Source: an optimization exercise on an open RTL-to-GDS flow (aim: small area, a short achievable clock period and few clock cycles per item). Production flows keep margins and buffers that such runs may drop.
No activity file was given, so power comes from the tool's default toggle rates.

==> flow/design.v <==
package aaci_pkg;
   localparam logic [1:0] CMD_ADD = 2'd0;
   localparam logic [1:0] CMD_SUB = 2'd1;
   localparam logic [1:0] CMD_MUL = 2'd2;
   localparam logic [1:0] CMD_BYE = 2'd3;
   localparam logic [2:0] ST_OK       = 3'd0;
   localparam logic [2:0] ST_BAD_CMD  = 3'd1;
   localparam logic [2:0] ST_FEW_ARGS = 3'd2;
   localparam logic [2:0] ST_MANY     = 3'd3;
   localparam logic [2:0] ST_BAD_IN   = 3'd4;
   localparam logic [2:0] ST_BYE      = 3'd5;
   localparam logic [2:0] ST_OVERFLOW = 3'd6;
endpackage
module ascii_arith_command_interpreter (
   input  logic        clock,
   input  logic        reset,
   input  logic        req_valid,
   output logic        req_ready,
   input  logic [7:0]  req_byte_req,
   output logic        rsp_valid,
   input  logic        rsp_ready,
   output logic [2:0]  rsp_status,
   output logic [31:0] rsp_value
);
   localparam logic [1:0] CMD_ADD = 2'd0;
   localparam logic [1:0] CMD_SUB = 2'd1;
   localparam logic [1:0] CMD_MUL = 2'd2;
   localparam logic [1:0] CMD_BYE = 2'd3;
   localparam logic [2:0] ST_OK       = 3'd0;
   localparam logic [2:0] ST_BAD_CMD  = 3'd1;
   localparam logic [2:0] ST_FEW_ARGS = 3'd2;
   localparam logic [2:0] ST_MANY     = 3'd3;
   localparam logic [2:0] ST_BAD_IN   = 3'd4;
   localparam logic [2:0] ST_BYE      = 3'd5;
   localparam logic [2:0] ST_OVERFLOW = 3'd6;
   localparam logic [1:0] M_FIRST = 2'd0;
   localparam logic [1:0] M_ADD   = 2'd1;
   localparam logic [1:0] M_SUB   = 2'd2;
   localparam logic [1:0] M_MUL   = 2'd3;
   logic        v_ff, v_in, rr_ff, rr_in;
   logic [7:0]  b_ff, b_in;
   logic        ign_ff, ign_in;        
   logic [7:0]  len_ff, len_in;        
   logic        full_ff, full_in;      
   logic [3:0]  pos_ff, pos_in;        
   logic [1:0]  cmd_ff, cmd_in;        
   logic        alive_ff, alive_in;    
   logic        nul_ff, nul_in;
   logic [2:0]  spc_ff, spc_in;        
   logic        badin_ff, badin_in;    
   logic        lastsp_ff, lastsp_in;  
   logic [31:0] r_ff, t_ff, sum;
   logic        rv_ff, rv_in;
   logic [2:0]  st_ff;
   logic [1:0]  mode_ff, mode_in;      
   logic        ps2_ff, ps4_ff, ps8_ff, qs1_ff, qs2_ff, qsn_ff;
   logic is_nl, is_sp, is_dig, is_nul, go, lend, spc0, word_end_ok;
   logic [3:0] name_len;
   logic [7:0] name_chr;
   logic [2:0] status;
   assign is_nl  = b_ff == 8'd10;
   assign is_sp  = b_ff == 8'd32;
   assign is_nul = b_ff == 8'd0;
   assign is_dig = b_ff[7:4] == 4'h3 && (!b_ff[3] || b_ff[2:1] == 2'b00);
   assign req_ready = rr_ff;
   assign go        = v_ff && rr_ff;
   assign lend      = go && !ign_ff && (is_nl || full_ff);
   assign spc0      = spc_ff == 3'd0;
   always_comb begin
      unique case (cmd_ff)
         CMD_ADD: name_len = 4'd3;
         CMD_SUB: name_len = 4'd8;
         CMD_MUL: name_len = 4'd8;
         default: name_len = 4'd3;
      endcase
      name_chr = 8'd0;
      unique case (cmd_ff)
         CMD_ADD: case (pos_ff)
            4'd1: name_chr = "d";
            4'd2: name_chr = "d";
            default: ;
         endcase
         CMD_SUB: case (pos_ff)
            4'd1: name_chr = "u";
            4'd2: name_chr = "b";
            4'd3: name_chr = "t";
            4'd4: name_chr = "r";
            4'd5: name_chr = "a";
            4'd6: name_chr = "c";
            4'd7: name_chr = "t";
            default: ;
         endcase
         CMD_MUL: case (pos_ff)
            4'd1: name_chr = "u";
            4'd2: name_chr = "l";
            4'd3: name_chr = "t";
            4'd4: name_chr = "i";
            4'd5: name_chr = "p";
            4'd6: name_chr = "l";
            4'd7: name_chr = "y";
            default: ;
         endcase
         default: case (pos_ff)
            4'd1: name_chr = "y";
            4'd2: name_chr = "e";
            default: ;
         endcase
      endcase
   end
   assign word_end_ok = alive_ff && pos_ff == name_len;
   always_comb begin
      if (nul_ff)
         status = ST_BAD_CMD;
      else if (spc_ff == 3'd5)
         status = ST_MANY;
      else if (spc0 ? !word_end_ok : !alive_ff)
         status = ST_BAD_CMD;
      else if (cmd_ff == CMD_BYE)
         status = ST_BYE;
      else if (spc_ff < 3'd2)
         status = ST_FEW_ARGS;
      else if (badin_ff || lastsp_ff)
         status = ST_BAD_IN;
      else
         status = ST_OK;
      if (!is_nl)
         status = ST_OVERFLOW;
   end
   always_comb begin
      ign_in    = ign_ff;
      len_in    = len_ff;
      pos_in    = pos_ff;
      cmd_in    = cmd_ff;
      alive_in  = alive_ff;
      nul_in    = nul_ff;
      spc_in    = spc_ff;
      badin_in  = badin_ff;
      lastsp_in = lastsp_ff;
      rv_in     = rv_ff && !rsp_ready;
      if (go) begin
         if (ign_ff) begin
            ign_in = !is_nl;
         end else if (lend) begin
            rv_in     = 1'b1;
            ign_in    = !is_nl;
            len_in    = '0;
            pos_in    = '0;
            cmd_in    = CMD_ADD;
            alive_in  = 1'b1;
            nul_in    = 1'b0;
            spc_in    = '0;
            badin_in  = 1'b0;
            lastsp_in = 1'b0;
         end else begin
            len_in    = len_ff + 8'd1;
            lastsp_in = is_sp;
            if (is_nul) begin
               nul_in = 1'b1;
            end
            if (is_sp) begin
               if (spc0) begin
                  alive_in = word_end_ok;
               end else if (lastsp_ff) begin
                  badin_in = 1'b1;
               end
               if (spc_ff != 3'd5) begin
                  spc_in = spc_ff + 3'd1;
               end
            end else if (spc0) begin
               pos_in = pos_ff + 4'd1;
               if (pos_ff == 4'd0) begin
                  alive_in = alive_ff && (b_ff == "a" || b_ff == "s" || b_ff == "m" || b_ff == "b");
                  cmd_in   = b_ff[4] ? CMD_SUB : b_ff[3] ? CMD_MUL : b_ff[1] ? CMD_BYE : CMD_ADD;
               end else if (pos_ff >= name_len || b_ff != name_chr) begin
                  alive_in = 1'b0;
               end
            end else if (!is_dig) begin
               badin_in = 1'b1;
            end
         end
      end
      full_in = len_in == 8'd255;
      v_in  = rr_ff ? req_valid : v_ff;
      b_in  = rr_ff ? req_byte_req : b_ff;
      rr_in = !(v_in && rv_in && (b_in == 8'd10 || b_in == 8'd32 || full_in));
      if (spc_in == 3'd1)
         mode_in = M_FIRST;
      else if (cmd_in == CMD_MUL)
         mode_in = M_MUL;
      else if (cmd_in == CMD_SUB)
         mode_in = M_SUB;
      else
         mode_in = M_ADD;
   end
   function automatic logic [11:0] slots(input logic [1:0] m, input logic [3:0] d);
      logic [4:0] v, r;
      logic a2, p2, a1, p1;
      logic [2:0] n;
      unique case (m)
         M_FIRST: v = {1'b0, d};
         M_ADD:   v = 5'd9 + {1'b0, d};
         M_SUB:   v = 5'd9 - {1'b0, d};
         default: v = {4'd0, d == 4'd7};
      endcase
      a2 = v >= 5'd4;
      p2 = v >= 5'd8;
      r  = v - (a2 ? 5'd4 : 5'd0) - (p2 ? 5'd4 : 5'd0);
      a1 = r >= 5'd2;
      p1 = r >= 5'd4;
      r  = r - (a1 ? 5'd2 : 5'd0) - (p1 ? 5'd2 : 5'd0);
      n  = r[2:0];
      slots = {2'b00, a2, p2, a1, p1, n >= 3'd1, n >= 3'd2, n >= 3'd3, n >= 3'd4,
               n >= 3'd5, n >= 3'd6};
   endfunction
   function automatic logic [5:0] selects(input logic [1:0] m, input logic [3:0] d);
      logic ps2, ps4, ps8, qs1, qs2, qsn;
      ps2 = 1'b0; ps4 = 1'b0; ps8 = 1'b0; qs1 = 1'b0; qs2 = 1'b0; qsn = 1'b0;
      unique case (m)
         M_FIRST: ;
         M_MUL: unique case (d)
            4'd1: qs1 = 1'b1;
            4'd2: ps2 = 1'b1;
            4'd3: begin ps2 = 1'b1; qs1 = 1'b1; end
            4'd4: ps4 = 1'b1;
            4'd5: begin ps4 = 1'b1; qs1 = 1'b1; end
            4'd6: begin ps4 = 1'b1; qs2 = 1'b1; end
            4'd7: begin ps8 = 1'b1; qs1 = 1'b1; qsn = 1'b1; end
            4'd8: ps8 = 1'b1;
            4'd9: begin ps8 = 1'b1; qs1 = 1'b1; end
            default: ;
         endcase
         default: begin
            ps8 = 1'b1;
            qs1 = 1'b1;
         end
      endcase
      selects = {ps2, ps4, ps8, qs1, qs2, qsn};
   endfunction
   logic [11:0] sl;
   logic [31:0] opa, opb, opp, opq, s1, c1, s2, c2;
   assign sl = slots(mode_ff, b_ff[3:0]);
   always_comb begin
      opa = {r_ff[28:0], sl[9], sl[7], sl[5]};
      opb = {r_ff[30:0], sl[4]};
      opp = ({t_ff[30:0], 1'b0} & {32{ps2_ff}}) | ({t_ff[29:0], 2'b0} & {32{ps4_ff}})
          | ({t_ff[28:0], 3'b0} & {32{ps8_ff}}) | {29'd0, sl[8], sl[6], sl[3]};
      opq = ((t_ff & {32{qs1_ff}}) | ({t_ff[30:0], 1'b0} & {32{qs2_ff}})) ^ {32{qsn_ff}};
      s1  = opa ^ opb ^ opp;
      c1  = (opa & opb) | (opa & opp) | (opb & opp);
      s2  = s1 ^ {c1[30:0], sl[2]} ^ opq;
      c2  = (s1 & {c1[30:0], sl[2]}) | (s1 & opq) | ({c1[30:0], sl[2]} & opq);
      sum = s2 + {c2[30:0], sl[1]} + {31'd0, sl[0]};
   end
   always_ff @(posedge clock) begin
      if (rr_ff) begin
         b_ff <= req_byte_req;
      end
   end
   always_ff @(posedge clock) begin
      if (reset) begin
         v_ff      <= 1'b0;
         rr_ff     <= 1'b1;
         rv_ff     <= 1'b0;
         ign_ff    <= 1'b0;
         len_ff    <= '0;
         full_ff   <= 1'b0;
         pos_ff    <= '0;
         cmd_ff    <= CMD_ADD;
         alive_ff  <= 1'b1;
         nul_ff    <= 1'b0;
         spc_ff    <= '0;
         badin_ff  <= 1'b0;
         lastsp_ff <= 1'b0;
      end else begin
         v_ff      <= v_in;
         rr_ff     <= rr_in;
         rv_ff     <= rv_in;
         ign_ff    <= ign_in;
         len_ff    <= len_in;
         full_ff   <= full_in;
         pos_ff    <= pos_in;
         cmd_ff    <= cmd_in;
         alive_ff  <= alive_in;
         nul_ff    <= nul_in;
         spc_ff    <= spc_in;
         badin_ff  <= badin_in;
         lastsp_ff <= lastsp_in;
      end
   end
   always_ff @(posedge clock) begin
      mode_ff <= mode_in;
      {ps2_ff, ps4_ff, ps8_ff, qs1_ff, qs2_ff, qsn_ff} <= selects(mode_in, b_in[3:0]);
   end
   always_ff @(posedge clock) begin
      if (lend) begin
         st_ff <= status;
      end
   end
   always_ff @(posedge clock) begin
      if (go && !ign_ff) begin
         if (lend) begin
            if (status != ST_OK) begin
               r_ff <= '0;
            end
         end else if (is_sp) begin
            if (spc0) begin
               r_ff <= '0;
            end else if (spc_ff != 3'd5) begin
               t_ff <= (cmd_ff == CMD_MUL) ? r_ff : ~r_ff;
               if (cmd_ff == CMD_MUL) begin
                  r_ff <= '0;
               end
            end
         end else if (is_dig && !spc0) begin
            r_ff <= sum;
         end
      end
   end
   assign rsp_valid  = rv_ff;
   assign rsp_status = st_ff;
   assign rsp_value  = r_ff;
endmodule
==> flow/config.mk <==
export PLATFORM = sky130hd
export DESIGN_NAME = ascii_arith_command_interpreter
export DESIGN_NICKNAME = ascii_arith_command_interpreter
export VERILOG_FILES = /design/flow/design.v
export SDC_FILE = /design/flow/constraint.sdc
export NUM_CORES = 4
export LEC_CHECK = 0
export CAP_MARGIN = 20
export CORE_MARGIN = 2
export CORE_UTILIZATION = 40
export SLEW_MARGIN = 20
==> flow/constraint.sdc <==
create_clock -name core_clock -period 10.0 [get_ports {clock}]
set_input_delay 2.0000 -clock core_clock [delete_from_list [all_inputs] [get_ports {clock}]]
set_output_delay 2.0000 -clock core_clock [all_outputs]
set_load 0.01 [all_outputs]
standard.sh (not shown) runs the stock make flow with config.mk's settings and CLKGATE_MAP_FILE= SYNTH_SCRIPT=/design/flow/synth_recipe.tcl, a recipe that flattens the netlist after the stock synthesis.
==> flow/flow/run.sh <==
#!/bin/bash
# Standard layout with a deeper setup repair target; tool output goes to standard.log here.
bash standard.sh SETUP_SLACK_MARGIN=7 finish > standard.log 2>&1
Edit:
--- a/flow/design.v
+++ b/flow/design.v
@@ -192,26 +192,6 @@
       else
          mode_in = M_ADD;
    end
-   function automatic logic [11:0] slots(input logic [1:0] m, input logic [3:0] d);
-      logic [4:0] v, r;
-      logic a2, p2, a1, p1;
-      logic [2:0] n;
-      unique case (m)
-         M_FIRST: v = {1'b0, d};
-         M_ADD:   v = 5'd9 + {1'b0, d};
-         M_SUB:   v = 5'd9 - {1'b0, d};
-         default: v = {4'd0, d == 4'd7};
-      endcase
-      a2 = v >= 5'd4;
-      p2 = v >= 5'd8;
-      r  = v - (a2 ? 5'd4 : 5'd0) - (p2 ? 5'd4 : 5'd0);
-      a1 = r >= 5'd2;
-      p1 = r >= 5'd4;
-      r  = r - (a1 ? 5'd2 : 5'd0) - (p1 ? 5'd2 : 5'd0);
-      n  = r[2:0];
-      slots = {2'b00, a2, p2, a1, p1, n >= 3'd1, n >= 3'd2, n >= 3'd3, n >= 3'd4,
-               n >= 3'd5, n >= 3'd6};
-   endfunction
    function automatic logic [5:0] selects(input logic [1:0] m, input logic [3:0] d);
       logic ps2, ps4, ps8, qs1, qs2, qsn;
       ps2 = 1'b0; ps4 = 1'b0; ps8 = 1'b0; qs1 = 1'b0; qs2 = 1'b0; qsn = 1'b0;
@@ -236,20 +216,40 @@
       endcase
       selects = {ps2, ps4, ps8, qs1, qs2, qsn};
    endfunction
-   logic [11:0] sl;
+   logic [3:0]  d;
+   logic        first, add, sub, mul;
+   logic        a2, a1, a0, b0, p2, p1, p0, x0, y0, ci;
    logic [31:0] opa, opb, opp, opq, s1, c1, s2, c2;
-   assign sl = slots(mode_ff, b_ff[3:0]);
+   logic [32:0] sum33;
+   assign d     = b_ff[3:0];
+   assign first = mode_ff == M_FIRST;
+   assign add   = mode_ff == M_ADD;
+   assign sub   = mode_ff == M_SUB;
+   assign mul   = mode_ff == M_MUL;
+   always_comb begin
+      a2 = ((first || add) && (d[2] || d[3])) || (sub && !d[2] && !d[3]);
+      a1 = ((first || add) && (d[1] || d[3])) || (sub && !d[1] && !d[3]);
+      a0 = ((first || add) && d[0]) || (sub && !d[0]) || (mul && d == 4'd7);
+      b0 = add || (sub && !d[3]) || (first && d[3]);
+      x0 = b0;
+      p2 = add;
+      p1 = add;
+      p0 = add;
+      y0 = add && d[3];
+      ci = add && d[3];
+   end
    always_comb begin
-      opa = {r_ff[28:0], sl[9], sl[7], sl[5]};
-      opb = {r_ff[30:0], sl[4]};
+      opa = {r_ff[28:0], a2, a1, a0};
+      opb = {r_ff[30:0], b0};
       opp = ({t_ff[30:0], 1'b0} & {32{ps2_ff}}) | ({t_ff[29:0], 2'b0} & {32{ps4_ff}})
-          | ({t_ff[28:0], 3'b0} & {32{ps8_ff}}) | {29'd0, sl[8], sl[6], sl[3]};
+          | ({t_ff[28:0], 3'b0} & {32{ps8_ff}}) | {29'd0, p2, p1, p0};
       opq = ((t_ff & {32{qs1_ff}}) | ({t_ff[30:0], 1'b0} & {32{qs2_ff}})) ^ {32{qsn_ff}};
       s1  = opa ^ opb ^ opp;
       c1  = (opa & opb) | (opa & opp) | (opb & opp);
-      s2  = s1 ^ {c1[30:0], sl[2]} ^ opq;
-      c2  = (s1 & {c1[30:0], sl[2]}) | (s1 & opq) | ({c1[30:0], sl[2]} & opq);
-      sum = s2 + {c2[30:0], sl[1]} + {31'd0, sl[0]};
+      s2  = s1 ^ {c1[30:0], x0} ^ opq;
+      c2  = (s1 & {c1[30:0], x0}) | (s1 & opq) | ({c1[30:0], x0} & opq);
+      sum33 = {s2, ci} + {c2[30:0], y0, 1'b1};
+      sum   = sum33[32:1];
    end
    always_ff @(posedge clock) begin
       if (rr_ff) begin
Effect: The changed run passed the timing, design-rule and antenna checks. Total power rises by 19%. Non-clock buffer count came out higher by 1. Cell area climbs by 0.86%. Flip-flop and latch count does not change. Clock-buffer cell count does not change. Worst setup slack gains 1.3 ns. Clock skew barely changes. Via count went up by 3.8%. Sequential power climbs by about 1%. Hold slack gets worse by 0.040 ns. Cell count increases by 1.3%. Register-to-register slack improved by 1.3 ns.
No functional check of the RTL was part of any run of this note.

==> static timing again, ports no longer ideal <==
The results above use ideal ports. As a check the final layouts listed here were re-extracted and re-timed, cells and wires unchanged. Step 1 sets driving cells, clkbuf_16 on the clock port and buf_2 on the other inputs (assumed; they add their load-dependent delay and slew). Step 2 adds t to the input delays and takes it off the output delays; t is the mean of the earliest and latest rising clock arrival at the registers after step 1. Input paths then give back, and output paths get back, about the clock's delay inside the block. a / b / c = ideal ports / drivers / drivers and shift; a / b = the first two.
run | shift t [ns] | slack for setup (ns) | latest minus earliest clock arrival (ns) | worst register clock-pin slew, ns | worst data-port slew with drivers (ns)
the first run | 0.413 | 4.494 / 4.494 / 4.494 | 0.012 / 0.012 | 0.09 / 0.09 | 0.05
the second run | 0.416 | 5.809 / 5.809 / 5.809 | 0.010 / 0.011 | 0.08 / 0.08 | 0.04
After both steps every run listed still meets setup and hold.
